This design comes from an exercise in tuning for a short achievable clock period and few clock cycles on the open sky130 flow, not from production work.
Only simulation tests tie the RTL to the original design; equivalence was not proved.
No activity file was given, so power comes from the tool's default toggle rates.

$ cat flow/run.sh
#!/bin/bash
# synth_recipe.tcl (not shown) runs the flow's synth.tcl, then flattens the netlist and writes it again
# the make line also repeats each setting of config.mk as NAME=value (left out here)
make -C /OpenROAD-flow-scripts/flow DESIGN_CONFIG=/design/flow/config.mk WORK_HOME=/design/flow/orfs CLKGATE_MAP_FILE= SYNTH_SCRIPT=/design/flow/synth_recipe.tcl finish
$ cat flow/config.mk
export PLATFORM = sky130hd
export DESIGN_NAME = rvCore
export DESIGN_NICKNAME = rvCore
export VERILOG_FILES = /design/flow/design.v
export SDC_FILE = /design/flow/constraint.sdc
export NUM_CORES = 4
export LEC_CHECK = 0
export ABC_CLOCK_PERIOD_IN_PS = 2000
export CAP_MARGIN = 30
export CORE_MARGIN = 2
export CORE_UTILIZATION = 40
export PLACE_DENSITY = 0.6
export SETUP_SLACK_MARGIN = 5
export SLEW_MARGIN = 30
export TNS_END_PERCENT = 100
$ cat flow/constraint.sdc
create_clock -name core_clock -period 8.0 [get_ports {Clock}]
set_input_delay 1.6000 -clock core_clock [delete_from_list [all_inputs] [get_ports {Clock}]]
set_output_delay 1.6000 -clock core_clock [all_outputs]
set_load 0.01 [all_outputs]
$ cat flow/design.v
package rvCorePkg;
  localparam int wordW = 32;   
  typedef logic [wordW-1:0] word_t;
  typedef logic [4:0] regAddr_t;   
  localparam word_t resetPc = '0;
endpackage
package rvIsaPkg;
  typedef enum logic [6:0] {
    LUI    = 7'b0110111,
    AUIPC  = 7'b0010111,
    JAL    = 7'b1101111,
    JALR   = 7'b1100111,
    BRANCH = 7'b1100011,
    LOAD   = 7'b0000011,
    STORE  = 7'b0100011,
    I_OP   = 7'b0010011,   
    R_OP   = 7'b0110011    
  } opcode_t;
  typedef enum logic [3:0] {
    ADD, SUB, SLL, SLT, SLTU, XOR, SRL, SRA, OR, AND
  } aluOp_t;
  typedef enum logic [2:0] {
    BEQ  = 3'b000,
    BNE  = 3'b001,
    BLT  = 3'b100,
    BGE  = 3'b101,
    BLTU = 3'b110,
    BGEU = 3'b111
  } branchOp_t;
  typedef enum logic [2:0] {I_TYPE, S_TYPE, B_TYPE, U_TYPE, J_TYPE} immType_t;
  localparam logic [31:0] nopInstr = 32'h0000_0013;   
endpackage
module regFile (
  input  logic                Clock,
  input  rvCorePkg::regAddr_t rs1,
  input  rvCorePkg::regAddr_t rs2,
  output rvCorePkg::word_t    rdData1,
  output rvCorePkg::word_t    rdData2,
  input  logic                wrEn,
  input  rvCorePkg::regAddr_t wrAddr,
  input  rvCorePkg::word_t    wrData
);
  rvCorePkg::word_t regs [1:31];
  function automatic rvCorePkg::word_t readPort(rvCorePkg::regAddr_t addr);
    if (addr == 5'd0) readPort = 32'd0;
    else readPort = regs[addr];   
  endfunction
  always_comb begin
    rdData1 = readPort(rs1);
    rdData2 = readPort(rs2);
  end
  always_ff @(posedge Clock) begin
    if (wrEn && wrAddr != '0) regs[wrAddr] <= wrData;
  end
endmodule
module rvCore (
  input  logic  Clock,
  input  logic  rst,
  output rvCorePkg::word_t imemAddr,
  input  rvCorePkg::word_t imemData,
  output rvCorePkg::word_t dmemAddr,
  output rvCorePkg::word_t dmemWrData,
  output logic  dmemWrEn,
  output logic  dmemRdEn,
  input  rvCorePkg::word_t dmemRdData
);
  typedef rvCorePkg::word_t word_t;
  typedef rvCorePkg::regAddr_t regAddr_t;
  localparam int BTBN = 4;
  logic  eRedirect, vRedirect, dRedirect;   
  logic  dRedirect0;
  word_t eTarget, vTarget, dTarget;
  logic  stallD;
  logic     wenE, ldE, stE, brE, jalrE, fusedE, auipcE, predE, usePreE, shortE, nopBrE;
  logic     killE;   
  logic     wenEv;
  regAddr_t rdE;
  word_t    opAE, opBE, sdE, preE, altE;
  logic     fAsE, fAoE, fBsE, fBoE, fS1E, fSLE, sumSelE;
  logic     fAlE, fBlE;   
  logic     aAdd, aSub, aSll, aSlt, aSltu, aXor, aSrl, aSra, aOr, aAnd;
  logic [2:0] bf3E;
  logic     wenM, ldM, selSumM;
  regAddr_t rdM;
  word_t    sumM, othM, resM;   
  logic     wenW, ldW;
  regAddr_t rdW;
  word_t    resW;
  word_t    wbData;
  logic  btbV [BTBN];
  word_t btbPc [BTBN];
  word_t btbTg [BTBN];
  logic [1:0] btbPtr;
  logic  btbIns, btbInsR;   
  rvCorePkg::word_t btbPcR, btbTgR;
  logic  btbHit;
  word_t btbTarget;
  word_t pc;
  always_comb begin
    btbHit    = 1'b0;
    btbTarget = '0;
    for (int i = 0; i < BTBN; i++) begin
      if (btbV[i] && btbPc[i] == pc) begin
        btbHit    = 1'b1;
        btbTarget = btbTarget | btbTg[i];
      end
    end
  end
  logic  pcNew;      
  logic  f2V;        
  word_t pcF2;       
  logic  f2B;        
  word_t f2T;
  logic  f2Red, f2Bx;
  logic [11:0] f2J, f2Br;
  word_t f2Tgt, f2Tx;
  function automatic logic [11:0] ks12(logic [11:0] a, logic [11:0] b);
    logic [11:0] g, p, gn, pn, x;
    x = a ^ b;
    g = a & b;
    p = x;
    for (int d = 1; d < 12; d = d * 2) begin
      gn = g; pn = p;
      for (int i = d; i < 12; i++) begin
        gn[i] = g[i] | (p[i] & g[i-d]);
        pn[i] = p[i] & p[i-d];
      end
      g = gn; p = pn;
    end
    ks12 = x ^ {g[10:0], 1'b0};
  endfunction
  function automatic logic [12:0] ks13(logic [12:0] a, logic [12:0] b);
    logic [12:0] g, p, gn, pn, x;
    x = a ^ b;
    g = a & b;
    p = x;
    for (int d = 1; d < 13; d = d * 2) begin
      gn = g; pn = p;
      for (int i = d; i < 13; i++) begin
        gn[i] = g[i] | (p[i] & g[i-d]);
        pn[i] = p[i] & p[i-d];
      end
      g = gn; p = pn;
    end
    ks13 = x ^ {g[11:0], 1'b0};
  endfunction
  logic        lastAu;        
  logic [4:0]  lastRd;
  logic [12:0] lastLow;       
  logic [12:0] f2Jr;
  logic        f2Jalr;
  assign f2Jr   = ks13(lastLow, {imemData[31], imemData[31], imemData[31:21]});
  assign f2Jalr = (imemData[6:0] == 7'b1100111) && lastAu && (imemData[19:15] == lastRd);
  always_ff @(posedge Clock) begin
    if (rst || flushF || f2Red) lastAu <= 1'b0;
    else if (f2V) lastAu <= !f2B && (imemData[6:0] == 7'b0010111) && (imemData[11:7] != 5'd0);
    if (f2V) begin
      lastRd  <= imemData[11:7];
      lastLow <= {pcF2[13:12] + imemData[13:12], pcF2[11:1]};
    end
  end
  assign f2J   = ks12(pcF2[13:2], {imemData[13:12], imemData[20], imemData[30:22]});
  assign f2Br  = ks12(pcF2[13:2], {imemData[31], imemData[31], imemData[7], imemData[30:25], imemData[11:9]});
  assign f2Tgt = {pcF2[31:14], imemData[3] ? f2J : imemData[2] ? f2Jr[12:1] : f2Br, 2'b00};
  assign f2Red = f2V && !f2B && advance &&
                 ((imemData[6:0] == 7'b1101111) || (imemData[6:0] == 7'b1100011 && imemData[31]) || f2Jalr);
  assign f2Bx  = f2B || f2Red;
  assign f2Tx  = f2Red ? f2Tgt : f2T;
  logic [1:0] occ;   
  word_t b0I, b0P, b0T, b1I, b1P, b1T;
  logic  b0B, b1B, b0H, b1H;   
  logic  irV, btbD, hitD;
  word_t ir, pcD, btbTgD;
  logic  flushF;
  logic  dTake;      
  logic [1:0] occAfter;
  logic  advance;
  assign imemAddr = pc;
  assign dTake    = !irV || !stallD;
  assign flushF   = eRedirect || vRedirect || dRedirect0;
  always_comb begin
    occAfter = occ;
    if (dTake) begin
      if (occ != 2'd0) occAfter = occ - 2'd1 + {1'b0, f2V};
      else             occAfter = 2'd0;
    end else begin
      occAfter = occ + {1'b0, f2V};
    end
  end
  assign advance = ({1'b0, occAfter} + {2'b0, pcNew}) <= 3'd1;
  always_ff @(posedge Clock) begin
    if (rst) begin
      pc    <= rvCorePkg::resetPc;
      pcNew <= 1'b1;
      f2V   <= 1'b0;
    end else begin
      f2V  <= pcNew && !flushF && !f2Red;
      if (eRedirect) begin
        pc <= eTarget;
        pcNew <= 1'b1;
      end else if (vRedirect) begin
        pc <= vTarget;
        pcNew <= 1'b1;
      end else if (dRedirect0) begin
        pc <= dTarget;
        pcNew <= 1'b1;
      end else if (advance) begin
        pc <= f2Red ? f2Tgt : btbHit ? btbTarget : pc + 32'd4;
        pcNew <= 1'b1;
      end else begin
        pcNew <= 1'b0;
      end
    end
    pcF2 <= pc;
    f2B  <= btbHit;
    f2T  <= btbTarget;
  end
  always_ff @(posedge Clock) begin
    if (rst || flushF) begin
      occ <= 2'd0;
    end else begin
      occ <= occAfter;
    end
    if (dTake) begin
      if (occ == 2'd2) begin
        b0I <= b1I; b0P <= b1P; b0B <= b1B; b0T <= b1T; b0H <= b1H;
        b1I <= imemData; b1P <= pcF2; b1B <= f2Bx; b1T <= f2Tx; b1H <= f2B;
      end else begin
        b0I <= imemData; b0P <= pcF2; b0B <= f2Bx; b0T <= f2Tx; b0H <= f2B;
      end
    end else if (f2V) begin
      if (occ == 2'd0) begin
        b0I <= imemData; b0P <= pcF2; b0B <= f2Bx; b0T <= f2Tx; b0H <= f2B;
      end else begin
        b1I <= imemData; b1P <= pcF2; b1B <= f2Bx; b1T <= f2Tx; b1H <= f2B;
      end
    end
  end
  always_ff @(posedge Clock) begin
    if (rst || flushF) begin
      irV <= 1'b0;
    end else if (dTake) begin
      irV <= (occ != 2'd0) || f2V;
    end
    if (dTake) begin
      if (occ != 2'd0) begin
        pcD <= b0P; btbD <= b0B; btbTgD <= b0T; hitD <= b0H;
      end else begin
        pcD <= pcF2; btbD <= f2Bx; btbTgD <= f2Tx; hitD <= f2B;
      end
      ir <= irIn;
      isLui <= dLui; isAuipc <= dAuipc; isJal <= dJal; isJalr <= dJalr; isBr <= dBr;
      isLd <= dLd; isSt <= dSt; isAlu <= dOp || dOpI;
      wenD <= dWen; useA <= dUseA; useB <= dUseB; useS <= dUseS;
      brBack <= dBr && irIn[31];
      immT <= dJal ? dImmJ : dBr ? dImmB : dImmU;
      immHiZ <= dJal ? (dImmJ[31:14] == '0) : dBr ? (dImmB[31:14] == '0) : 1'b0;
      immHiO <= dJal ? (dImmJ[31:14] == '1) : dBr ? (dImmB[31:14] == '1) : 1'b0;
      immO <= dSt ? dImmS : dImmI;
      immI <= dImmI;
      shortD <= dBr && !irIn[31] && (dImmB <= 32'd16) && (dImmB != 32'd4);
      nopBrD <= dBr && (dImmB == 32'd4);
      dAdd  <= dLd || dSt || dJalr || ((dOp || dOpI) && dF3 == 3'b000 && !(dOp && irIn[30]));
      dSub  <= dOp && dF3 == 3'b000 && irIn[30];
      dSll  <= (dOp || dOpI) && dF3 == 3'b001;
      dSlt  <= (dOp || dOpI) && dF3 == 3'b010;
      dSltu <= (dOp || dOpI) && dF3 == 3'b011;
      dXor  <= (dOp || dOpI) && dF3 == 3'b100;
      dSrl  <= (dOp || dOpI) && dF3 == 3'b101 && !irIn[30];
      dSra  <= (dOp || dOpI) && dF3 == 3'b101 && irIn[30];
      dOr   <= (dOp || dOpI) && dF3 == 3'b110;
      dAnd  <= (dOp || dOpI) && dF3 == 3'b111;
    end
  end
  word_t irIn;
  logic [6:0] dOpc;
  logic [2:0] dF3;
  logic dLui, dAuipc, dJal, dJalr, dBr, dLd, dSt, dOpI, dOp, dWen, dUseA, dUseB, dUseS;
  word_t dImmI, dImmS, dImmB, dImmU, dImmJ;
  assign irIn = (occ != 2'd0) ? b0I : imemData;
  assign dOpc = irIn[6:0];
  assign dF3  = irIn[14:12];
  assign dLui   = (dOpc == 7'b0110111);
  assign dAuipc = (dOpc == 7'b0010111);
  assign dJal   = (dOpc == 7'b1101111);
  assign dJalr  = (dOpc == 7'b1100111);
  assign dBr    = (dOpc == 7'b1100011);
  assign dLd    = (dOpc == 7'b0000011);
  assign dSt    = (dOpc == 7'b0100011);
  assign dOpI   = (dOpc == 7'b0010011);
  assign dOp    = (dOpc == 7'b0110011);
  assign dWen  = (dLui || dAuipc || dJal || dJalr || dLd || dOpI || dOp) && (irIn[11:7] != 5'd0);
  assign dUseA = dJalr || dBr || dLd || dSt || dOpI || dOp;
  assign dUseB = dBr || dOp;    
  assign dUseS = dSt;           
  assign dImmI = {{20{irIn[31]}}, irIn[31:20]};
  assign dImmS = {{20{irIn[31]}}, irIn[31:25], irIn[11:7]};
  assign dImmB = {{20{irIn[31]}}, irIn[7], irIn[30:25], irIn[11:8], 1'b0};
  assign dImmU = {irIn[31:12], 12'b0};
  assign dImmJ = {{12{irIn[31]}}, irIn[19:12], irIn[20], irIn[30:21], 1'b0};
  logic [2:0] f3;
  regAddr_t   rs1, rs2, rd;
  logic isLui, isAuipc, isJal, isJalr, isBr, isLd, isSt, isAlu;
  logic wenD, useA, useB, useS, brBack, shortD, nopBrD;
  logic dAdd, dSub, dSll, dSlt, dSltu, dXor, dSrl, dSra, dOr, dAnd;
  word_t immT, immO, immI;
  logic  immHiZ, immHiO;
  assign f3  = ir[14:12];
  assign rd  = ir[11:7];
  assign rs1 = ir[19:15];
  assign rs2 = ir[24:20];
  word_t rf1, rf2, rd1, rd2;
  regFile regFile_i (
    .Clock  (Clock),
    .rs1    (rs1),
    .rs2    (rs2),
    .rdData1(rf1),
    .rdData2(rf2),
    .wrEn   (wenW),
    .wrAddr (rdW),
    .wrData (wbData)
  );
  logic aHitE, aHitM, bHitE, bHitM;
  assign wenEv = wenE && !killE;
  assign aHitE = wenEv && (rdE == rs1);
  assign aHitM = wenM && (rdM == rs1);
  assign bHitE = wenEv && (rdE == rs2);
  assign bHitM = wenM && (rdM == rs2);
  logic aWt, bWt;
  assign aWt = wenW && (rdW == rs1) && !aHitM;
  assign bWt = wenW && (rdW == rs2) && !bHitM;
  assign rd1 = ({32{aWt && ldW}}  & dmemRdData)
             | ({32{aWt && !ldW}} & resW)
             | ({32{!aWt && aHitM}} & resM)
             | ({32{!aWt && !aHitM}} & rf1);
  assign rd2 = ({32{bWt && ldW}}  & dmemRdData)
             | ({32{bWt && !ldW}} & resW)
             | ({32{!bWt && bHitM}} & resM)
             | ({32{!bWt && !bHitM}} & rf2);
  assign stallD = irV && (
      (useA && ((aHitE && ldE) || (aHitM && ldM && (isBr || isJalr)))) ||
      (useB && ((bHitE && ldE) || (bHitM && ldM && isBr))) ||
      (useS && bHitE && ldE));
  logic  skipV, skipNow;
  word_t skipTgt;
  logic  inShadowD;
  assign inShadowD = skipV && (pcD != skipTgt);
  word_t pcImm, pcPlus4, fusedFull, fullTgt;
  logic  fusedD, wantTaken, btbOk;
  assign pcImm       = pcD + immT;
  assign pcPlus4     = pcD + 32'd4;
  logic [13:0] lowT, lowF;
  logic okT, okF;
  assign lowT = {1'b0, pcD[13:1]} + {1'b0, immT[13:1]};
  assign lowF = {1'b0, preE[13:1]} + {1'b0, immI[13:1]};
  assign okT  = lowT[13] ? immHiO : immHiZ;
  assign okF  = (lowF[13] == immI[31]);
  assign fusedD      = isJalr && auipcE && aHitE;   
  assign fusedFull   = preE + immI;
  assign fullTgt     = fusedD ? {fusedFull[31:1], 1'b0} : pcImm;
  assign wantTaken   = !inShadowD && (isJal || brBack || fusedD);
  assign btbOk       = btbD && !inShadowD && (isJal || brBack || fusedD);
  logic dGo, dGoE;
  logic dGo0;
  assign dGo0      = irV && !stallD && !eRedirect && !vRedirect;   
  assign dGo       = dGo0;
  assign dGoE      = dGo && !inShadowD;
  assign dRedirect0 = dGo0 && !btbOk && (wantTaken || btbD);
  assign dRedirect  = dRedirect0;
  assign dTarget   = !wantTaken ? pcPlus4 :
                     fusedD ? {preE[31:14], lowF[12:0], 1'b0} : {pcD[31:14], lowT[12:0], 1'b0};
  assign btbIns    = dGo && !hitD && wantTaken && !fusedD;
  always_ff @(posedge Clock) begin
    if (rst) vRedirect <= 1'b0;
    else     vRedirect <= dGo && ((btbOk && (fullTgt != btbTgD)) || (!btbOk && wantTaken && (fusedD ? !okF : !okT)));
    vTarget <= fullTgt;
  end
  always_ff @(posedge Clock) begin
    if (rst) begin
      for (int i = 0; i < BTBN; i++) btbV[i] <= 1'b0;
      btbPtr <= '0;
      btbInsR <= 1'b0;
    end else begin
      btbInsR <= btbIns;
      if (btbInsR) begin
        btbV[btbPtr]  <= 1'b1;
        btbPc[btbPtr] <= btbPcR;
        btbTg[btbPtr] <= btbTgR;
        btbPtr <= btbPtr + 2'd1;
      end
    end
    btbPcR <= pcD;
    btbTgR <= pcImm;
  end
  always_ff @(posedge Clock) begin
    if (rst || !dGoE) begin
      wenE <= 1'b0; ldE <= 1'b0; stE <= 1'b0; brE <= 1'b0;
      jalrE <= 1'b0; auipcE <= 1'b0;
    end else begin
      wenE <= wenD; ldE <= isLd; stE <= isSt; brE <= isBr;
      jalrE <= isJalr; auipcE <= isAuipc;
    end
    fusedE  <= fusedD;
    predE   <= isJal || brBack || fusedD;
    shortE  <= shortD;
    nopBrE  <= nopBrD;   
    rdE     <= rd;
    usePreE <= isLui || isAuipc || isJal || isJalr;
    preE    <= isLui ? immT : isAuipc ? pcImm : pcPlus4;
    altE    <= brBack ? pcPlus4 : pcImm;
    bf3E    <= f3;
    opAE    <= rd1;
    opBE    <= useB ? rd2 : immO;
    sdE     <= rd2;
    fAsE    <= useA && aHitE && sumSelE;
    fAoE    <= useA && aHitE && !sumSelE;
    fBsE    <= useB && bHitE && sumSelE;
    fBoE    <= useB && bHitE && !sumSelE;
    fAlE    <= useA && !aHitE && aHitM && ldM;
    fBlE    <= useB && !bHitE && bHitM && ldM;
    sumSelE <= dAdd && !isJalr;
    fS1E    <= useS && bHitE;
    fSLE    <= useS && !bHitE && bHitM && ldM;   
    aAdd    <= dAdd;
    aSub    <= dSub;
    aSll    <= dSll;
    aSlt    <= dSlt;
    aSltu   <= dSltu;
    aXor    <= dXor;
    aSrl    <= dSrl;
    aSra    <= dSra;
    aOr     <= dOr;
    aAnd    <= dAnd;
  end
  word_t srcA, srcB, cmpA, cmpB, sdv, sum, diff, oth;
  logic  ltS, ltU, taken;
  logic [4:0] sh;
  logic  eMiss;
  word_t eMissTarget;
  assign srcA = ({32{fAsE}} & sumM) | ({32{fAoE}} & othM) | ({32{fAlE}} & dmemRdData)
              | ({32{!fAsE && !fAoE && !fAlE}} & opAE);
  assign srcB = ({32{fBsE}} & sumM) | ({32{fBoE}} & othM) | ({32{fBlE}} & dmemRdData)
              | ({32{!fBsE && !fBoE && !fBlE}} & opBE);
  assign cmpA = ({32{fAsE}} & sumM) | ({32{fAoE}} & othM) | ({32{!fAsE && !fAoE}} & opAE);
  assign cmpB = ({32{fBsE}} & sumM) | ({32{fBoE}} & othM) | ({32{!fBsE && !fBoE}} & opBE);
  logic  beq, bltS, bltU;
  assign beq  = (cmpA == cmpB);
  assign bltS = ($signed(cmpA) < $signed(cmpB));
  assign bltU = (cmpA < cmpB);
  assign sdv  = fS1E ? resM : fSLE ? dmemRdData : sdE;
  function automatic word_t ksAdd(word_t a, word_t b, logic cin);
    logic [31:0] g, p, gn, pn, x;
    x = a ^ b;
    g = a & b;
    p = x;
    g[0] = g[0] | (p[0] & cin);
    for (int d = 1; d < 32; d = d * 2) begin
      gn = g; pn = p;
      for (int i = d; i < 32; i++) begin
        gn[i] = g[i] | (p[i] & g[i-d]);
        pn[i] = p[i] & p[i-d];
      end
      g = gn; p = pn;
    end
    ksAdd = x ^ {g[30:0], cin};
  endfunction
  assign sum  = ksAdd(srcA, srcB, 1'b0);
  assign diff = srcA - srcB;
  assign ltS  = ($signed(srcA) < $signed(srcB));
  assign ltU  = (srcA < srcB);
  assign sh   = srcB[4:0];
  always_comb begin
    oth = ({32{aSub}}  & diff)
        | ({32{aSll}}  & (srcA << sh))
        | ({32{aSlt}}  & {31'b0, ltS})
        | ({32{aSltu}} & {31'b0, ltU})
        | ({32{aXor}}  & (srcA ^ srcB))
        | ({32{aSrl}}  & (srcA >> sh))
        | ({32{aSra}}  & word_t'($signed(srcA) >>> sh))
        | ({32{aOr}}   & (srcA | srcB))
        | ({32{aAnd}}  & (srcA & srcB));
    if (usePreE) oth = preE;
  end
  always_comb begin
    case (bf3E)
      3'b000:  taken = beq;
      3'b001:  taken = !beq;
      3'b100:  taken = bltS;
      3'b101:  taken = !bltS;
      3'b110:  taken = bltU;
      3'b111:  taken = !bltU;
      default: taken = 1'b0;
    endcase
  end
  assign skipNow = brE && shortE && taken && !eRedirect && !killE && !dRedirect0 && !(irV && btbD);
  assign eMiss       = !eRedirect && !killE &&
                       ((brE && !nopBrE && (taken != predE) && !skipNow) || (jalrE && !fusedE));
  assign eMissTarget = (jalrE && !fusedE) ? {sum[31:1], 1'b0} : altE;
  always_ff @(posedge Clock) begin
    if (rst) begin
      eRedirect <= 1'b0;
      killE     <= 1'b0;
    end else begin
      eRedirect <= eMiss;
      killE     <= skipNow;
    end
    eTarget <= eMissTarget;
  end
  always_ff @(posedge Clock) begin
    if (rst || eRedirect || vRedirect) skipV <= 1'b0;
    else if (skipNow) skipV <= 1'b1;
    else if (dGo && !inShadowD) skipV <= 1'b0;   
    if (!skipV) skipTgt <= altE;
  end
  always_ff @(posedge Clock) begin
    if (rst) begin
      dmemWrEn <= 1'b0; dmemRdEn <= 1'b0; wenM <= 1'b0; ldM <= 1'b0;
      wenW <= 1'b0; ldW <= 1'b0;
    end else begin
      dmemWrEn <= stE && !eRedirect && !killE; dmemRdEn <= ldE && !eRedirect && !killE;
      wenM <= wenE && !eRedirect && !killE; ldM <= ldE && !eRedirect && !killE;
      wenW <= wenM; ldW <= ldM;
    end
    dmemAddr   <= sum;
    dmemWrData <= sdv;
    sumM <= sum;
    othM <= oth;
    selSumM <= sumSelE;
    rdM  <= rdE;
    resW <= resM;
    rdW  <= rdM;
  end
  assign resM   = selSumM ? sumM : othM;
  assign wbData = ldW ? dmemRdData : resW;
endmodule
==> flow_metrics.tcl, run 1 <==
set metrics [dict create \
    ios 164 \
    max_slew_margin 0.172 \
    drtAntennaViolNets 0 \
    wl_per_cell_um 34.2 \
    crit_path_max_fanout 4 \
    cp.arrival_ns 5.18 \
    grt_pass1_wl_mm 611 \
    drt_wl_total_mm 456 \
    vias 84600 \
    ir_worst_vdd_mv 0.184 \
    hold_violations 0 \
    end_kind "flip-flop" \
    largest_register_ff_count 992 \
    hp-class "reg -> reg" \
    cts_buffer_depth 4 \
    path_class "reg -> reg" \
    drv_slew 0 \
    antenna_found_initial 32 \
    drc 0 \
    synth_edf_count 1645 \
    grt_max_degree 103 \
    area_growth_pct 29.5 \
    fp.coreArea_sq_um 273000 \
    hold_slack_ns 0.295 \
    grt_pass1_vias 80500 \
    clock_sinks 2232 \
    layout_commonest_cell "edfxtp_1" \
    synth_cell_types 108 \
    drive_above_1_share 0.355 \
    dp_hpwl_mm 272 \
    p_leak_nw 52.9 \
    rsz0062_at_grt "true" \
    ys_seq_elements 2232 \
    synth_cells 8611 \
    clkLatencyLatePin_ns 0.98 \
    h-tree-depth 4 \
    placed_cell_area_sq_um 116000 \
    syn_area_per_cell_sq_um 12.7 \
    drt_pass1_iterations 6 \
    skew_ns 0.141 \
    fmax_ghz 0.224 \
    track_usage 0.308 \
    die_x_um 527 \
    cts_buffers 241 \
    start_kind "flip-flop" \
    power.density_nw_per_um2 205 \
    die_area_sq_um 278000 \
    die_h_um 527 \
    setup_slack_ns 3.53 \
    status "timing/DRC/antenna clean" \
    ys_warn_count 2 \
    preCtsSetupSlack_ns 2.06 \
    reg.largest.list "regFile_i.regs x992, btbPc x128, btbTg x124" \
    via_per_inst 6.34 \
    regMostFlops "regFile_i.regs" \
    synth_area_sq_um 109000 \
    period_share 0.559 \
    synthFlopType "edfxtp_1" \
    root_buffer "clkbuf_16" \
    tightest_slew_ns 1.21 \
    start_util 0.401 \
    ys_seq_area_frac 0.559 \
    required_ns 8.71 \
    gp_congestion 0.979 \
    finalSetupViolations 0 \
    first_iter_violations 12300 \
    fin_setup_tns_ns 0 \
    final_nets 9835 \
    drv_cap 0 \
    finish.instance_area_sq_um 142000 \
    rows 192 \
    io_buffer_count 163 \
    post-route-min-period_ns 4.47 \
    final_cell_mix "edfxtp_1 (1645), nand2_1 (842), buf_4 (595)" \
    path_clk_slew_ns 0.06 \
    async_reset_ff_frac 0 \
    grt-ovfl-total 0 \
    cts_tree "done" \
    synth_fp_nets 8909 \
]
layout make-up:
type | instances | area, sq um
Antenna cell | 14 | 35.0
Tap cell | 3589 | 4490
Multi-Input combinational cell | 5543 | 51700
Sequential cell | 2232 | 61500
Clock inverter | 145 | 1580
Inverter | 268 | 1080
Fill cell | 22400 | 131000
Clock buffer | 299 | 6620
Timing Repair inverter | 3 | 31.3
Timing Repair Buffer | 1248 | 14700
worst paths after layout:
kind	start	end	slack [ns]	cells after the start
worst max-delay path	pcD[1]$_DFFE_PN_	vRedirect$_SDFF_PP0_	3.53	13
worst min-delay path	ir[12]$_DFFE_PN_	bf3E[0]$_DFF_P_	0.29	0
worst max register to register	pcD[1]$_DFFE_PN_	vRedirect$_SDFF_PP0_	3.53	13
worst min register to register	ir[12]$_DFFE_PN_	bf3E[0]$_DFF_P_	0.29	0
per-layer routing:
metal / share of wire / global-route usage / wire (um) / vias up
li1: - / - / - / 34800
met1: 0.37 / 0.399 / 167000 / 42700
met2: 0.45 / 0.471 / 203000 / 5706
met3: 0.11 / 0.0645 / 49700 / 1454
met4: 0.078 / 0.194 / 35700 / 16
met5: 0.00022 / 0 / 102 / -
cell usage after synthesis, drive strengths merged (23+ instances only):
cell type	count	area (sq um)
a211oi	115	868
a21boi	25	188
a21o	65	492
a21oi	428	2160
a221oi	25	225
a22oi	196	1470
a31oi	33	213
and2	68	425
and3	34	213
buf	217	968
clkbuf	361	1360
dfxtp	587	11800
edfxtp	1645	49400
ha	224	2800
inv	262	983
mux2	108	1220
mux2i	334	3360
mux4	558	12600
nand2	991	3720
nand2b	41	257
nand3	105	526
nand4	51	319
nor2	476	1790
nor2b	29	181
nor3	89	450
nor4	74	500
o211ai	130	981
o21a	32	240
o21ai	437	2190
o21bai	23	173
o22ai	48	300
o31ai	26	200
or3	23	149
or3b	37	324
xnor2	188	1650
xor2	225	1970
what timing repair did:
item	4_1_cts	5_1_grt
gates resized for setup	1980	707
buffers inserted	594	188
hold buffers	0	0
cloned	63	58
endpoints found under the setup margin	1082	805
pin swaps	310	339
worst max-delay path: stages (launching register included):
cell	delay (ns)
edfxtp_1	0.58
ha_2	0.28
fa_2	0.35
a211o_1	0.31
a2111o_1	0.50
a21o_4	0.28
a2111o_1	0.39
o311a_4	0.16
xnor2_4	0.25
o2111a_2	0.28
o2111ai_4	0.20
a2111oi_4	0.27
nor4b_4	0.25
a31oi_1	0.10
stage by stage:
stage | power, mW | utilization | cells
final | 29.0 | 0.519 | 13300
after global routing | 29.7 | 0.519 | 13300
after global placement | 16.3 | 0.423 | 12000
after floorplan | 14.9 | - | 8611
after CTS | 28.6 | 0.499 | 13100
after detailed placement | 16.3 | 0.423 | 12000
report_power, final:
group	total [mW]	switching, mW	leakage (nW)	internal, mW
clock network	11.7	4.95	3.99	6.72
logic	4.26	2.42	28.1	1.85
registers	13.1	0.375	20.8	12.7
total	29.0	7.75	52.9	21.3
cell families (layout without fill, tap and decap cells):
| logic type | count (synthesis) | after routing | synth area share |
|---|---|---|---|
| buffers and inverters | 846 | 1963 | 0.0304 |
| multiplexers | 1000 | 1000 | 0.157 |
| AND/OR/NAND/NOR | 2105 | 2115 | 0.0872 |
| AO/OA/AOI/OAI | 1777 | 1777 | 0.106 |
| flip-flops | 2232 | 2232 | 0.559 |
| other | 0 | 14 | 0 |
| adder cells (fa/ha/maj) | 232 | 232 | 0.0271 |
| XOR/XNOR | 419 | 419 | 0.0343 |
Testbench counts, summed over its fixed seeds: cycles 55,385.
==> inputs of run 2 (changes only) <==
--- a/flow/design.v
+++ b/flow/design.v
@@ -54,4 +54,29 @@
   end
 endmodule
+module rvAdd (
+  input  rvCorePkg::word_t a,
+  input  rvCorePkg::word_t b,
+  output rvCorePkg::word_t s
+);
+  assign s = a + b;
+endmodule
+module rvSub (
+  input  rvCorePkg::word_t a,
+  input  rvCorePkg::word_t b,
+  output rvCorePkg::word_t d
+);
+  assign d = a - b;
+endmodule
+module rvCmp (
+  input  rvCorePkg::word_t a,
+  input  rvCorePkg::word_t b,
+  output logic eq,
+  output logic ltS,
+  output logic ltU
+);
+  assign eq  = (a == b);
+  assign ltS = ($signed(a) < $signed(b));
+  assign ltU = (a < b);
+endmodule
 module rvCore (
   input  logic  Clock,
@@ -77,8 +102,8 @@
   regAddr_t rdE;
   word_t    opAE, opBE, sdE, preE, altE;
-  logic     fAsE, fAoE, fBsE, fBoE, fS1E, fSLE, sumSelE;
-  logic     fAlE, fBlE;   
+  logic     fSLE, sumSelE;
+  word_t    sum, oth;    
   logic     aAdd, aSub, aSll, aSlt, aSltu, aXor, aSrl, aSra, aOr, aAnd;
-  logic [2:0] bf3E;
+  logic     bEq, bNe, bLt, bGe, bLtu, bGeu, bInv;   
   logic     wenM, ldM, selSumM;
   regAddr_t rdM;
@@ -338,8 +363,9 @@
              | ({32{!bWt && bHitM}} & resM)
              | ({32{!bWt && !bHitM}} & rf2);
+  logic hEA, hEB, hMA, hMB;
   assign stallD = irV && (
-      (useA && ((aHitE && ldE) || (aHitM && ldM && (isBr || isJalr)))) ||
-      (useB && ((bHitE && ldE) || (bHitM && ldM && isBr))) ||
-      (useS && bHitE && ldE));
+      (useA && (hEA || hMA)) ||
+      (useB && (hEB || hMB)) ||
+      (useS && hEB));
   logic  skipV, skipNow;
   word_t skipTgt;
@@ -348,5 +374,5 @@
   word_t pcImm, pcPlus4, fusedFull, fullTgt;
   logic  fusedD, wantTaken, btbOk;
-  assign pcImm       = pcD + immT;
+  rvAdd addPcImm (.a(pcD), .b(immT), .s(pcImm));
   assign pcPlus4     = pcD + 32'd4;
   logic [13:0] lowT, lowF;
@@ -357,5 +383,5 @@
   assign okF  = (lowF[13] == immI[31]);
   assign fusedD      = isJalr && auipcE && aHitE;   
-  assign fusedFull   = preE + immI;
+  rvAdd addFused (.a(preE), .b(immI), .s(fusedFull));
   assign fullTgt     = fusedD ? {fusedFull[31:1], 1'b0} : pcImm;
   assign wantTaken   = !inShadowD && (isJal || brBack || fusedD);
@@ -366,12 +392,34 @@
   assign dGo       = dGo0;
   assign dGoE      = dGo && !inShadowD;
+  logic aFs, aFo, bFs, bFo, sFs, sFo;
+  assign aFs = useA && aHitE && sumSelE;
+  assign aFo = useA && aHitE && !sumSelE;
+  assign bFs = useB && bHitE && sumSelE;
+  assign bFo = useB && bHitE && !sumSelE;
+  assign sFs = useS && bHitE && sumSelE;
+  assign sFo = useS && bHitE && !sumSelE;
+  regAddr_t nRs1, nRs2;
+  logic     nLdE, nLdM;
+  assign nRs1 = dTake ? irIn[19:15] : rs1;
+  assign nRs2 = dTake ? irIn[24:20] : rs2;
+  assign nLdE = dGoE && isLd && wenD;                       
+  assign nLdM = ldE && wenE && !eRedirect && !killE;         
+  always_ff @(posedge Clock) begin
+    hEA <= nLdE && (rd == nRs1);
+    hEB <= nLdE && (rd == nRs2);
+    hMA <= nLdM && (rdE == nRs1);
+    hMB <= nLdM && (rdE == nRs2);
+  end
   assign dRedirect0 = dGo0 && !btbOk && (wantTaken || btbD);
   assign dRedirect  = dRedirect0;
-  assign dTarget   = !wantTaken ? pcPlus4 :
-                     fusedD ? {preE[31:14], lowF[12:0], 1'b0} : {pcD[31:14], lowT[12:0], 1'b0};
+  word_t fastTgt;
+  logic  fastOk;
+  assign fastTgt   = fusedD ? {preE[31:14], lowF[12:0], 1'b0} : {pcD[31:14], lowT[12:0], 1'b0};
+  assign fastOk    = fusedD ? okF : okT;
+  assign dTarget   = !wantTaken ? pcPlus4 : fastTgt;
   assign btbIns    = dGo && !hitD && wantTaken && !fusedD;
   always_ff @(posedge Clock) begin
     if (rst) vRedirect <= 1'b0;
-    else     vRedirect <= dGo && ((btbOk && (fullTgt != btbTgD)) || (!btbOk && wantTaken && (fusedD ? !okF : !okT)));
+    else     vRedirect <= dGo && ((btbOk && (!fastOk || fastTgt != btbTgD)) || (!btbOk && wantTaken && !fastOk));
     vTarget <= fullTgt;
   end
@@ -409,16 +457,15 @@
     preE    <= isLui ? immT : isAuipc ? pcImm : pcPlus4;
     altE    <= brBack ? pcPlus4 : pcImm;
-    bf3E    <= f3;
-    opAE    <= rd1;
-    opBE    <= useB ? rd2 : immO;
-    sdE     <= rd2;
-    fAsE    <= useA && aHitE && sumSelE;
-    fAoE    <= useA && aHitE && !sumSelE;
-    fBsE    <= useB && bHitE && sumSelE;
-    fBoE    <= useB && bHitE && !sumSelE;
-    fAlE    <= useA && !aHitE && aHitM && ldM;
-    fBlE    <= useB && !bHitE && bHitM && ldM;
+    bEq     <= f3 == 3'b000;
+    bNe     <= f3 == 3'b001;
+    bLt     <= f3 == 3'b100;
+    bGe     <= f3 == 3'b101;
+    bLtu    <= f3 == 3'b110;
+    bGeu    <= f3 == 3'b111;
+    bInv    <= f3 == 3'b010 || f3 == 3'b011;
+    opAE    <= ({32{aFs}} & sum) | ({32{aFo}} & oth) | ({32{!aFs && !aFo}} & rd1);
+    opBE    <= ({32{bFs}} & sum) | ({32{bFo}} & oth) | ({32{useB && !bHitE}} & rd2) | ({32{!useB}} & immO);
+    sdE     <= ({32{sFs}} & sum) | ({32{sFo}} & oth) | ({32{!sFs && !sFo}} & rd2);
     sumSelE <= dAdd && !isJalr;
-    fS1E    <= useS && bHitE;
     fSLE    <= useS && !bHitE && bHitM && ldM;   
     aAdd    <= dAdd;
@@ -433,40 +480,18 @@
     aAnd    <= dAnd;
   end
-  word_t srcA, srcB, cmpA, cmpB, sdv, sum, diff, oth;
+  word_t srcA, srcB, sdv, diff;
   logic  ltS, ltU, taken;
   logic [4:0] sh;
   logic  eMiss;
   word_t eMissTarget;
-  assign srcA = ({32{fAsE}} & sumM) | ({32{fAoE}} & othM) | ({32{fAlE}} & dmemRdData)
-              | ({32{!fAsE && !fAoE && !fAlE}} & opAE);
-  assign srcB = ({32{fBsE}} & sumM) | ({32{fBoE}} & othM) | ({32{fBlE}} & dmemRdData)
-              | ({32{!fBsE && !fBoE && !fBlE}} & opBE);
-  assign cmpA = ({32{fAsE}} & sumM) | ({32{fAoE}} & othM) | ({32{!fAsE && !fAoE}} & opAE);
-  assign cmpB = ({32{fBsE}} & sumM) | ({32{fBoE}} & othM) | ({32{!fBsE && !fBoE}} & opBE);
+  assign srcA = opAE;
+  assign srcB = opBE;
   logic  beq, bltS, bltU;
-  assign beq  = (cmpA == cmpB);
-  assign bltS = ($signed(cmpA) < $signed(cmpB));
-  assign bltU = (cmpA < cmpB);
-  assign sdv  = fS1E ? resM : fSLE ? dmemRdData : sdE;
-  function automatic word_t ksAdd(word_t a, word_t b, logic cin);
-    logic [31:0] g, p, gn, pn, x;
-    x = a ^ b;
-    g = a & b;
-    p = x;
-    g[0] = g[0] | (p[0] & cin);
-    for (int d = 1; d < 32; d = d * 2) begin
-      gn = g; pn = p;
-      for (int i = d; i < 32; i++) begin
-        gn[i] = g[i] | (p[i] & g[i-d]);
-        pn[i] = p[i] & p[i-d];
-      end
-      g = gn; p = pn;
-    end
-    ksAdd = x ^ {g[30:0], cin};
-  endfunction
-  assign sum  = ksAdd(srcA, srcB, 1'b0);
-  assign diff = srcA - srcB;
-  assign ltS  = ($signed(srcA) < $signed(srcB));
-  assign ltU  = (srcA < srcB);
+  rvCmp cmpE (.a(srcA), .b(srcB), .eq(beq), .ltS(bltS), .ltU(bltU));
+  assign sdv  = fSLE ? dmemRdData : sdE;
+  rvAdd addE (.a(srcA), .b(srcB), .s(sum));
+  rvSub subE (.a(srcA), .b(srcB), .d(diff));
+  assign ltS  = bltS;
+  assign ltU  = bltU;
   assign sh   = srcB[4:0];
   always_comb begin
@@ -480,20 +505,18 @@
         | ({32{aOr}}   & (srcA | srcB))
         | ({32{aAnd}}  & (srcA & srcB));
-    if (usePreE) oth = preE;
+    oth = oth | ({32{usePreE}} & preE);   
   end
-  always_comb begin
-    case (bf3E)
-      3'b000:  taken = beq;
-      3'b001:  taken = !beq;
-      3'b100:  taken = bltS;
-      3'b101:  taken = !bltS;
-      3'b110:  taken = bltU;
-      3'b111:  taken = !bltU;
-      default: taken = 1'b0;
-    endcase
-  end
-  assign skipNow = brE && shortE && taken && !eRedirect && !killE && !dRedirect0 && !(irV && btbD);
-  assign eMiss       = !eRedirect && !killE &&
-                       ((brE && !nopBrE && (taken != predE) && !skipNow) || (jalrE && !fusedE));
+  assign taken = (beq && bEq) || (!beq && bNe) || (bltS && bLt) || (!bltS && bGe) ||
+                 (bltU && bLtu) || (!bltU && bGeu);
+  logic brLive, skOk, mT, mN;
+  assign brLive  = brE && !eRedirect && !killE;
+  assign skOk    = shortE && !dRedirect0 && !(irV && btbD);
+  assign skipNow = brLive && skOk && taken;
+  assign mT = brLive && !nopBrE && !predE && !skOk;
+  assign mN = brLive && !nopBrE && predE;
+  assign eMiss = (beq   && ((bEq  && mT) || (bNe  && mN))) || (!beq  && ((bNe  && mT) || (bEq  && mN))) ||
+                 (bltS  && ((bLt  && mT) || (bGe  && mN))) || (!bltS && ((bGe  && mT) || (bLt  && mN))) ||
+                 (bltU  && ((bLtu && mT) || (bGeu && mN))) || (!bltU && ((bGeu && mT) || (bLtu && mN))) ||
+                 (bInv && mN) || (!eRedirect && !killE && jalrE && !fusedE);
   assign eMissTarget = (jalrE && !fusedE) ? {sum[31:1], 1'b0} : altE;
   always_ff @(posedge Clock) begin
==> run 2 against run 1 <==
  * Sequential power is essentially flat
  * Sequential share of layout area grew 1.6 points
  * Synthesized area shrank 2.1%
  * Critical endpoint is now opBE[26]$_DFF_P_
==> flow_metrics.tcl, run 2 <==
set metrics [dict create \
    status "timing/DRC/antenna clean" \
    required_ns 8.69 \
    ys_warn_count 2 \
    r2r_slack_ns 4.33 \
    critPathBufInv 5 \
    h-tree-depth 4 \
    skew_ns 0.0758 \
    drc 0 \
    cp-endpoint "opBE[26]$_DFF_P_" \
    cts_tree "done" \
    grt_max_degree 84 \
    grt_pass1_vias 76800 \
    p_leak_nw 49.8 \
    power.density_nw_per_um2 212 \
    reg2reg_from "opBE[1]$_DFF_P_" \
    total_power_mw 28.9 \
    ys_seq_area_frac 0.571 \
    path_class "reg -> reg" \
    rows 189 \
    yosys.area_share.simple 0.0763 \
    period_share 0.459 \
    layout_commonest_cell "edfxtp_1" \
    antenna_found_initial 25 \
    fin_setup_tns_ns 0 \
    end_kind "flip-flop" \
    root_buffer "clkbuf_16" \
    path_cells "buf_12 -> clkinvlp_4 -> buf_4 -> buf_6 -> fa_2 -> nand2b_4 -> a211oi_4 -> o31ai_4 -> a21oi_2 -> buf_6 -> o31ai_4 -> o211ai_1 -> xor2_1 -> o221ai_2 -> nand2_1 -> o211ai_1" \
    track_usage 0.307 \
    path_clk_slew_ns 0.07 \
    setup_slack_ns 4.33 \
    slowest_delay_ns 0.37 \
    die_h_um 521 \
    cts_buffer_depth 4 \
    cp.arrival_ns 4.36 \
    ys_seq_elements 2233 \
    start_kind "flip-flop" \
    reg.largest.list "regFile_i.regs x992, btbPc x128, btbTg x124" \
    final_util 0.515 \
    hp-class "reg -> reg" \
    synthTopCellsByArea "edfxtp_1 (46%), mux4_2 (13%), dfxtp_1 (11%), nand2_1 (2.7%), mux2i_1 (2.6%)" \
    critPathSlowestCell "xor2_1" \
    drtAntennaViolNets 0 \
    fp.coreArea_sq_um 266000 \
    ir_worst_vdd_mv 0.223 \
    start_util 0.403 \
    dp_hpwl_mm 262 \
    grt-ovfl-total 0 \
    drv_slew 0 \
    final_nets 9223 \
    via_per_inst 6.24 \
    regMostFlops "regFile_i.regs" \
    preCtsSetupSlack_ns 2.98 \
    r2r_cells 16 \
    synth_compound_area_frac 0.0949 \
    hold_buffers 0 \
    cts_buffers 236 \
    io_buffer_count 163 \
    hold_violations 0 \
    max_slew_margin 0.298 \
    timing.rr.end "opBE[26]$_DFF_P_" \
    drive_above_1_share 0.355 \
    synth_area_sq_um 107000 \
    synth_top_area_share 0.461 \
    drt_wl_total_mm 434 \
    syn_area_per_cell_sq_um 13.1 \
    rsz0062_at_grt "true" \
    largest_register_ff_count 992 \
    synthMuxAreaShare 0.168 \
    synth_fp_nets 8418 \
    finalSetupViolations 0 \
    vias 79400 \
    power_frac_seq 0.450 \
    p_clk_frac 0.400 \
    netlist_top_cells_count "edfxtp_1 (1645), nand2_1 (770), mux4_2 (606), dfxtp_1 (588), nor2_1 (537)" \
    p_sw_frac 0.267 \
    die_area_sq_um 272000 \
    tightest_slew_ns 1.02 \
    post-route-min-period_ns 3.67 \
    hold_slack_ns 0.342 \
    cp-startpoint "opBE[1]$_DFF_P_" \
    crit_path_max_fanout 4 \
    area_growth_pct 27.7 \
    synthFlopType "edfxtp_1" \
    async_reset_ff_frac 0 \
    comb_power_share 0.150 \
    hold_depth 0 \
    synth_top_area_cell "edfxtp_1" \
    drt_pass1_iterations 7 \
    clock_sinks 2233 \
    synth_fa_ha_area_frac 0.0239 \
    final_cell_mix "edfxtp_1 (1645), nand2_1 (730), mux4_2 (606)" \
    ios 164 \
    synth_top_family_by_area "multiplexers" \
    cp_top_family "compound AO/OA/AOI/OAI gates" \
    synth_edf_count 1645 \
    die_x_um 521 \
    synth_cells 8152 \
    internal_power_mw 21.2 \
    gp_congestion 0.987 \
    drv_cap 0 \
    synth_xor_area_frac 0.0353 \
    grt_pass1_wl_mm 593 \
    p_switching_mw 7.72 \
    fmax_ghz 0.273 \
    first_iter_violations 10100 \
    wl_per_cell_um 34.1 \
    path_depth 16 \
    synth_cell_types 95 \
    clkLatencyLatePin_ns 0.96 \
    synth.most_common_cell "edfxtp_1" \
]
==> run 2: layout make-up <==
| type | instances | area [sq um] |
|---|---|---|
| clock inverter | 132 | 1610 |
| multi-input combinational | 5117 | 49500 |
| timing repair buffer | 1074 | 11800 |
| antenna | 19 | 47.5 |
| timing repair inverter | 6 | 60.1 |
| inverter | 289 | 1200 |
| clock buffer | 306 | 6540 |
| fill | 22200 | 129000 |
| sequential | 2233 | 61600 |
| tap | 3533 | 4420 |
==> run 2: power by group through the flow <==
stage / registers, mW / clock network, mW / logic (mW)
after floorplan: 13.0 / 0 / 1.73
after global placement: 13.3 / 0 / 3.05
after detailed placement: 13.3 / 0 / 3.05
after CTS: 13.0 / 11.7 / 3.92
after global routing: 13.0 / 12.1 / 4.48
final: 13.0 / 11.6 / 4.33
==> run 2: logic make-up (layout without fill, tap and decap cells) <==
family | after synthesis | count (layout)
muxes | 1027 | 1027
DFF | 2233 | 2233
xor gates and xnor gates | 432 | 432
other | 0 | 19
and+or+nand+nor | 1848 | 1860
adders and majority gates | 200 | 200
buffers and inverters | 817 | 1807
AOI/OAI and AO/OA | 1595 | 1598
==> run 2: stage by stage <==
stage,std cells,cell area (sq um)
floorplan,8152,108000
global placement,11500,113000
detailed placement,11500,114000
CTS,12400,132000
global route,12700,137000
finish,12700,137000
==> run 2: worst min-delay path by stage <==
stage                                start        endpoint  slack [ns]
after floorplan             dAnd$_DFFE_PN_    aAnd$_DFF_P_        0.32
after global placement    shortD$_DFFE_PN_  shortE$_DFF_P_        0.33
after detailed placement  shortD$_DFFE_PN_  shortE$_DFF_P_        0.33
after CTS                 shortD$_DFFE_PN_  shortE$_DFF_P_        0.35
after global routing      shortD$_DFFE_PN_  shortE$_DFF_P_        0.35
final                     nopBrD$_DFFE_PN_  nopBrE$_DFF_P_        0.34
==> run 2: worst register-to-register path, cell delays in order (launching register included) <==
cell	delay [ns]
dfxtp_4	0.36
buf_12	0.10
clkinvlp_4	0.16
buf_4	0.19
buf_6	0.10
fa_2	0.37
nand2b_4	0.10
a211oi_4	0.08
o31ai_4	0.28
a21oi_2	0.09
buf_6	0.14
o31ai_4	0.25
o211ai_1	0.20
xor2_1	0.37
o221ai_2	0.22
nand2_1	0.13
o211ai_1	0.27
==> run 2: routing by layer <==
layer | routed length (um) | vias up | track usage
met4 | 33800 | 16 | 0.200
met2 | 199000 | 4800 | 0.484
met3 | 42200 | 1204 | 0.0658
li1 | - | 32800 | -
met5 | 101 | - | 0
met1 | 159000 | 40500 | 0.384
==> run 2: what timing repair did <==
action	in CTS	in global routing
buffers inserted	420	240
endpoints found under the hold margin	0	0
gates cloned	61	11
pin swaps	305	282
endpoints found under the setup margin	907	600
resized for setup	1933	521
Testbench counts of run 2, summed over its fixed seeds: cycles 57,230.
==> inputs of run 3 (changes only) <==
--- a/flow/design.v
+++ b/flow/design.v
@@ -102,4 +102,5 @@
   regAddr_t rdE;
   word_t    opAE, opBE, sdE, preE, altE;
+  word_t    addAE, addBE;   
   logic     fSLE, sumSelE;
   word_t    sum, oth;    
@@ -466,4 +467,6 @@
     opAE    <= ({32{aFs}} & sum) | ({32{aFo}} & oth) | ({32{!aFs && !aFo}} & rd1);
     opBE    <= ({32{bFs}} & sum) | ({32{bFo}} & oth) | ({32{useB && !bHitE}} & rd2) | ({32{!useB}} & immO);
+    addAE   <= {32{dAdd}} & (({32{aFs}} & sum) | ({32{aFo}} & oth) | ({32{!aFs && !aFo}} & rd1));
+    addBE   <= {32{dAdd}} & (({32{bFs}} & sum) | ({32{bFo}} & oth) | ({32{useB && !bHitE}} & rd2) | ({32{!useB}} & immO));
     sdE     <= ({32{sFs}} & sum) | ({32{sFo}} & oth) | ({32{!sFs && !sFo}} & rd2);
     sumSelE <= dAdd && !isJalr;
@@ -490,5 +493,5 @@
   rvCmp cmpE (.a(srcA), .b(srcB), .eq(beq), .ltS(bltS), .ltU(bltU));
   assign sdv  = fSLE ? dmemRdData : sdE;
-  rvAdd addE (.a(srcA), .b(srcB), .s(sum));
+  rvAdd addE (.a(addAE), .b(addBE), .s(sum));   
   rvSub subE (.a(srcA), .b(srcB), .d(diff));
   assign ltS  = bltS;
==> run 3 against run 2 <==
  * Critical path depth fell by 3
  * Non-clock buffer count rose by 36
  * Largest power group unchanged
  * Clock power barely moved
==> flow_metrics.tcl, run 3 <==
set metrics [dict create \
    reg2reg_from "opBE[0]$_DFF_P_" \
    routed.top_layer "met5" \
    die_area_sq_um 278000 \
    hold_buffers 0 \
    synth_edf_count 1645 \
    io_buffer_count 163 \
    cts_tree "done" \
    synth_cell_types 98 \
    drv_cap 0 \
    cts_buffers 242 \
    ys_seq_area_frac 0.570 \
    synth_fa_ha_area_frac 0.0269 \
    fmax_ghz 0.290 \
    hold_violations 0 \
    drtAntennaViolNets 0 \
    path_clk_slew_ns 0.06 \
    syn_area_per_cell_sq_um 13.2 \
    first_iter_violations 11500 \
    gp_congestion 0.982 \
    fp.coreArea_sq_um 273000 \
    hp-class "reg -> reg" \
    preCtsSetupSlack_ns 2.45 \
    regMostFlops "regFile_i.regs" \
    path_cells "buf_12 -> buf_6 -> buf_12 -> buf_16 -> mux4_2 -> nor2_4 -> nor2_4 -> a21oi_4 -> a21oi_2 -> a221o_1 -> a221o_2 -> a221o_1 -> and2_1" \
    area_growth_pct 28.2 \
    synth_fp_nets 8611 \
    ys_warn_count 2 \
    netlist_top_cells_count "edfxtp_1 (1645), nand2_1 (772), dfxtp_1 (652), mux4_2 (605), nor2_1 (516)" \
    cts_buffer_depth 4 \
    hold_slack_ns 0.339 \
    path_class "reg -> reg" \
    drv_slew 0 \
    r2r_cells 13 \
    critPathSlowestCell "mux4_2" \
    yosys.area_share.simple 0.0792 \
    p_switching_mw 7.01 \
    via_per_inst 6.30 \
    comb_power_share 0.114 \
    finalSetupViolations 0 \
    post-route-min-period_ns 3.45 \
    drt-met1-wl_mm 166 \
    start_kind "flip-flop" \
    drive_above_1_share 0.360 \
    synth_area_sq_um 110000 \
    root_buffer "clkbuf_16" \
    power_frac_seq 0.468 \
    largest_register_ff_count 992 \
    skew_ns 0.112 \
    synth_cells 8314 \
    ys_seq_elements 2297 \
    synthMuxAreaShare 0.166 \
    drt_pass1_iterations 9 \
    slowest_delay_ns 0.59 \
    synth_top_area_cell "edfxtp_1" \
    synth_compound_area_frac 0.0950 \
    grt_pass1_vias 77900 \
    vias 81700 \
    cp-startpoint "opBE[0]$_DFF_P_" \
    grt_max_degree 80 \
    start_util 0.401 \
    max_slew_margin 0.296 \
    drc 0 \
    dr_wl_met3_mm 45.7 \
    tightest_slew_ns 1.04 \
    p_sw_frac 0.250 \
    ios 164 \
    dr_wl_met2_mm 196 \
    clock_sinks 2297 \
    layout_commonest_cell "edfxtp_1" \
    async_reset_ff_frac 0 \
    drt_wl_total_mm 438 \
    synthTopCellsByArea "edfxtp_1 (45%), mux4_2 (12%), dfxtp_1 (12%), mux2i_1 (2.7%), nand2_1 (2.6%)" \
    internal_power_mw 21.0 \
    power.density_nw_per_um2 199 \
    finish.instance_area_sq_um 141000 \
    p_leak_nw 50.8 \
    synth_xor_area_frac 0.0332 \
    h-tree-depth 4 \
    synth.most_common_cell "edfxtp_1" \
    r2r_slack_ns 4.55 \
    end_kind "flip-flop" \
    track_usage 0.303 \
    period_share 0.431 \
    reg.largest.list "regFile_i.regs x992, btbPc x128, btbTg x124" \
    crit_path_max_fanout 6 \
    grt-ovfl-total 0 \
    die_h_um 527 \
    dp_hpwl_mm 270 \
    p_clk_frac 0.418 \
    grt_pass1_wl_mm 601 \
    synth_top_area_share 0.451 \
    min-delay-start "dAnd$_DFFE_PN_" \
    wl_per_cell_um 33.8 \
    synthFlopType "edfxtp_1" \
    clkLatencyLatePin_ns 0.94 \
    hold_depth 0 \
    die_x_um 527 \
    status "timing/DRC/antenna clean" \
    final_nets 9454 \
    required_ns 8.77 \
    rows 192 \
    final_cell_mix "edfxtp_1 (1645), nand2_1 (745), mux4_2 (605)" \
    placed_cell_area_sq_um 116000 \
    fin_setup_tns_ns 0 \
    cp.arrival_ns 4.22 \
    synth_top_family_by_area "multiplexers" \
    setup_slack_ns 4.55 \
    rsz0062_at_grt "true" \
    ir_worst_vdd_mv 0.210 \
    antenna_found_initial 26 \
]
[run 3: cell count changes after synthesis, sizes merged, moves of 30 or more]
cell	before	now
o21ai	429	385
buf	156	186
ha	192	223
dfxtp	588	652
clkbuf	372	338
and2	27	88
[run 3: final timing paths]
kind	endpoint
setup reg to reg	addBE[0]$_DFF_P_
setup / recovery	addBE[0]$_DFF_P_
hold reg to reg	aAnd$_DFF_P_
hold / removal	aAnd$_DFF_P_
[run 3: timing repair]
item / in CTS / in global routing
buffers inserted: 492 / 181
setup endpoints to repair: 996 / 758
cloned: 69 / 14
pin swaps: 326 / 286
resized for setup: 1962 / 514
[run 3: power by group through the flow]
| stage | clock network, mW | logic (mW) | registers (mW) |
|---|---|---|---|
| 2_1_floorplan | 0 | 1.41 | 13.2 |
| 3_3_place_gp | 0 | 2.14 | 13.4 |
| 3_5_place_dp | 0 | 2.15 | 13.4 |
| 4_1_cts | 11.8 | 2.91 | 13.1 |
| 5_1_grt | 12.2 | 3.32 | 13.1 |
| 6_report | 11.7 | 3.20 | 13.1 |
[run 3: critical path, delay by kind of cell, from the launching register on]
kind	cells	cell delay (ns)
mux	1	0.59
flops	1	0.39
buf+inv	4	0.48
compound gates	5	1.44
simple gates	3	0.38
[run 3: area by class of cell]
class | instances | area [sq um]
clock buffer | 293 | 6450
timing repair buffer | 1110 | 12700
tap | 3589 | 4490
multi-input combinational | 5216 | 51100
clock inverter | 153 | 1710
inverter | 288 | 1160
timing repair inverter | 2 | 17.5
fill | 22500 | 133000
antenna | 9 | 22.5
sequential | 2297 | 62900
[run 3: kinds of logic (layout without fill, tap and decap cells)]
logic type	count (synthesis)	in the layout
flip-flops	2297	2297
AND/OR/NAND/NOR	1912	1923
AO/OA/AOI/OAI	1600	1600
multiplexers	1047	1047
buffers and inverters	812	1846
XOR/XNOR	415	415
adder cells (fa/ha/maj)	231	231
other	0	9
[run 3: metal layers]
layer  up-vias  global-route usage
met1     41700               0.403
met4        20               0.166
met2      5156               0.468
met5         -                   0
li1      33600                   -
met3      1191              0.0587
[run 3: metrics by stage]
step / power (mW) / cells / utilization
after detailed placement: 15.6 / 11700 / 0.426
final: 28.0 / 13000 / 0.514
after global placement: 15.5 / 11700 / 0.425
after floorplan: 14.6 / 8314 / -
after global routing: 28.7 / 13000 / 0.514
after CTS: 27.8 / 12800 / 0.500
Testbench counts of run 3, summed over its fixed seeds: cycles 57,230.

[afterwards: timing with drivers on the ports]
In the flow no input, the clock included, has a driving cell. The finished layouts below were timed again as built, in two steps.
Step 1 (the two cells are an assumption about what drives the block):
set clk [get_ports {Clock}]
set_driving_cell -lib_cell sky130_fd_sc_hd__clkbuf_16 $clk
set_driving_cell -lib_cell sky130_fd_sc_hd__buf_2 [delete_from_list [all_inputs] $clk]
Step 2, shift: input delay + t, output delay - t, t = (earliest + latest rising clock arrival at the registers) / 2. This alone moves slack from input paths to output paths.
a / b / c = ideal / step 1 / step 2; a / b = the first two.
run	shift t [ns]	setup WS [ns]	worst data-port slew with drivers (ns)	cell pins on the clock port's net
run 1	1.000	3.529 / 3.529 / 2.775	0.13	1
run 2	1.022	4.332 / 4.332 / 3.668	0.20	1
run 3	0.980	4.549 / 4.549 / 3.614	0.13	1
After both steps setup and hold are still met in every run listed. For run 3, which loses most, drivers alone change the setup slack by 0.000 ns; drivers and shift together by -0.935 ns.
